From an optimization exercise on the open Yosys and OpenROAD flow, aimed at small area and a short achievable clock period; shortcuts taken in it are not production practice. At most, simulation tests tie the RTL to the original design; equivalence was not proved. Power is estimated from default activity; no workload was simulated.

the reference run:
## crc_frame_receiver_core
module crc_frame_receiver_core (
	input  wire logic               clk,
	input  wire logic               arst_n,
	input  wire logic               magic_wr_en,
	input  wire logic [15:0]        magic_wr_data,
	input  wire logic               in_valid,
	output logic                    in_ready,
	input  wire logic [7:0]         data_byte,
	input  wire logic               last_byte,
	output logic                    out_valid,
	input  wire logic               out_ready,
	output logic [2:0]              status,
	output logic [7:0]              msg_type,
	output logic [31:0]             seq_number,
	output logic [63:0]             timestamp_bits,
	output logic [63:0]             keys_low,
	output logic [15:0]             keys_high,
	output logic signed [15:0]      cursor_dx,
	output logic signed [15:0]      cursor_dy,
	output logic [7:0]              buttons,
	output logic signed [7:0]       scroll,
	output logic [10:0]             payload_length
);
For scale: ~300 flip-flops, ~280 I/O pins, about 0.013 mm^2 of cells after synthesis.
Settings: LEC_CHECK=0, CAP_MARGIN=20, CORE_MARGIN=2, CORE_UTILIZATION=40, CTS_BUF_LIST=sky130_fd_sc_hd__clkbuf_8, SETUP_SLACK_MARGIN=2.6, SLEW_MARGIN=20, TNS_END_PERCENT=0; clock period 5.0 ns.
standard.sh (not shown) runs the stock make flow with config.mk's settings and CLKGATE_MAP_FILE= SYNTH_SCRIPT=/design/flow/synth_recipe.tcl, a recipe that flattens the netlist after the stock synthesis.
==> flow/flow/run.sh <==
#!/bin/bash
# Layout: the standard ORFS flow, with the port buffers that buffer_ports
# inserts made sky130_fd_sc_hd__buf_1 (the resizer may upsize them later).
set -euo pipefail
export BUFFER_PORTS_ARGS="-buffer_cell sky130_fd_sc_hd__buf_1"
bash standard.sh > standard_flow.log 2>&1
The reference run went all the way through the flow, and no timing, DRC or antenna check failed.
Relative to the reference run, the following input files were edited for the trial run:
==> flow/run.sh (new file) <==
#!/bin/bash
# synth_recipe.tcl (not shown) runs the flow's synth.tcl, then flattens the netlist and writes it again
# the make line also repeats each setting of config.mk as NAME=value (left out here)
make -C /OpenROAD-flow-scripts/flow DESIGN_CONFIG=/design/flow/config.mk WORK_HOME=/design/flow/orfs CLKGATE_MAP_FILE= SYNTH_SCRIPT=/design/flow/synth_recipe.tcl finish
removed: flow/flow/run.sh
removed: flow/standard.sh
Results
Final period utilization was higher in the trial run than in the reference run.
Portion of total power attributed to combinational logic, the trial run and the reference run, higher one = the trial run.
Compared with the reference run, the trial run shows a lower number of filler cells placed in the layout.
Sequential power delta (the reference run -> the trial run): insignificant
Compared the trial run vs the reference run, and via count is up in the trial run.
Relative to the reference run, the routed length on met1 measured on the trial run has increased by more than 10%.
No run of this note included a check of the RTL's function; only the layout flow was run.


JK:
crc_frame_receiver_core, a different RTL version from the one above (not shown whole).
For scale: roughly 640 cells after synthesis, roughly 300 flip-flops, ~280 I/O pins, about 11000 um2 of cells after synthesis.
Settings: LEC_CHECK=0, CAP_MARGIN=20, CORE_MARGIN=2, CORE_UTILIZATION=50, SETUP_SLACK_MARGIN=2.7, SLEW_MARGIN=20, SYNTH_HIERARCHICAL=1, TNS_END_PERCENT=20; clock period 5.0 ns.
==> flow/flow/run.sh <==
#!/bin/bash
# Layout: the standard ORFS flow (standard.sh, which also runs the
# standard synthesis), with changes made through ORFS's own variables:
# - DONT_USE_CELLS is the platform's own list plus the cells in
#   flow/dont_use.txt (delay cells, and the non-inverting AND/OR-type gates,
#   so that synthesis and the resizer build the logic from inverting gates);
# - buffer_ports inserts sky130_fd_sc_hd__buf_1 as every port's buffer (the
#   resizer may still upsize them);
# - clock tree synthesis inserts no dummy loads, with clkbuf_8 buffers and
#   sink clusters of at most 16 flip-flops within 60 um.
# Each tool's full output is in standard_flow.log here and in ORFS's logs
# under orfs/logs.
set -euo pipefail
dont_use=$(grep -v '^#' flow/dont_use.txt | tr '\n' ' ')
export BUFFER_PORTS_ARGS="-buffer_cell sky130_fd_sc_hd__buf_1"
export CTS_ARGS="-sink_clustering_enable -repair_clock_nets -buf_list sky130_fd_sc_hd__clkbuf_8 -dont_use_dummy_load -sink_clustering_size 16 -sink_clustering_max_diameter 60"
bash standard.sh "DONT_USE_CELLS=$dont_use" finish > standard_flow.log 2>&1
Other scripts of this flow, unchanged in this note and not shown: flow/flow/dont_use.txt
JK was carried through to the last stage, and its layout satisfied the timing, DRC and antenna checks.
The inputs of MS differ from those of JK as listed below.
Settings: CORE_UTILIZATION changed from 50 to 40; SETUP_SLACK_MARGIN changed from 2.7 to 2.65; TNS_END_PERCENT changed from 20 to 10.
Notes after the runs:
Where wire length is concerned, JK is better than MS. From MS to JK, largest buffer count on any clock path did not move at all. Comparing the two runs side by side, MS comes out ahead of JK on half-perimeter wire length after placement. In the final reports, the cell area of MS is smaller than that of JK. On final-layout clock buffer total: between MS and JK, it ends up higher for MS. JK → MS: maximum achievable frequency fell by about 5%, port buffer count stayed essentially flat. Post-route total power shrinks slightly when moving from JK to MS. Note that the maximum number of pins on one net before global-route repair recorded for JK amounts to 1.3 times the value seen in MS.
Here is what was changed in the inputs of AL compared with MS.
Settings: TNS_END_PERCENT changed from 10 to 20; SETUP_SLACK_MARGIN changed from 2.65 to 2.75.
==> comparison <==
For AL and MS, there was not a single run that failed to finish clean.
Placed instance count, AL vs MS: up slightly
Taking MS as the reference, in AL fmax went up about 5%, multi-input gate area in the final layout went up 150 um2.
Between MS and AL, met1 track demand over resource decreased.
From MS to AL the numbers moved as follows: area growth from synthesis to layout climbed 2.6 points; via count climbed 1.4%.
On post-placement worst setup slack, MS loses to AL.
Re final routed wirelength across all metal layers: AL is 3.4% down on MS.
Part of the cycle the worst path needs ends up higher on MS.
Looking at origin of the worst setup path, the mid_q$_DFFE_PN0P_ result is from MS; the out_ready one comes from AL.
diff inputs: AL => TR
Settings: a change of TNS_END_PERCENT from 20 to 30.
==> results.txt <==
- Initial antenna violation count delta (TR -> AL): insignificant
- TR vs AL — number of clock buffer instances in the layout dropped about 7%.
- Diff TR..AL | clock insertion delay at the later pin of the skew report | negligible
- Utilization AL -> TR: up
- AL → TR: clock power share lower, ratio of final minimum period to clock period rose 1.0 points, number of buffers inserted during clock tree synthesis lower, final-layout non-clock buffer area share moved up, first-pass GRT wire length went up by about 1%.
- Of the two values seen for classification of the worst setup path, primary input to primary output was produced by AL and register to primary output by TR.

-- re-timing with driven ports --
The flow's constraints put no driver on any port. The routed layouts listed below were extracted and timed again, unchanged, in two steps. Step 1 assumes that a clkbuf_16 drives the clock port and a buf_2 every other input. Step 2 adds t to the input delays and takes it off the output delays; t is the mean of the earliest and latest rising clock arrival at the registers after step 1. Input paths then give back, and output paths get back, about the clock's delay inside the block. a / b / c = no drivers / after step 1 / after step 2; a / b = the first two.
| run | t (ns) | setup WS [ns] | cell pins on the clock port's net |
|---|---|---|---|
| the reference run | 0.609 | 2.347 / 2.303 / 1.849 | 1 |
| the trial run | 0.607 | 2.298 / 2.275 / 1.771 | 1 |
| JK | 0.568 | 2.637 / 2.609 / 2.080 | 1 |
| MS | 0.589 | 2.508 / 2.505 / 1.936 | 1 |
| AL | 0.603 | 2.630 / 2.604 / 2.053 | 1 |
| TR | 0.582 | 2.579 / 2.534 / 2.156 | 1 |
After both steps setup and hold are still met in every run listed. The setup slack of AL, which loses most, moves by -0.026 ns with the drivers and by -0.577 ns with both steps.
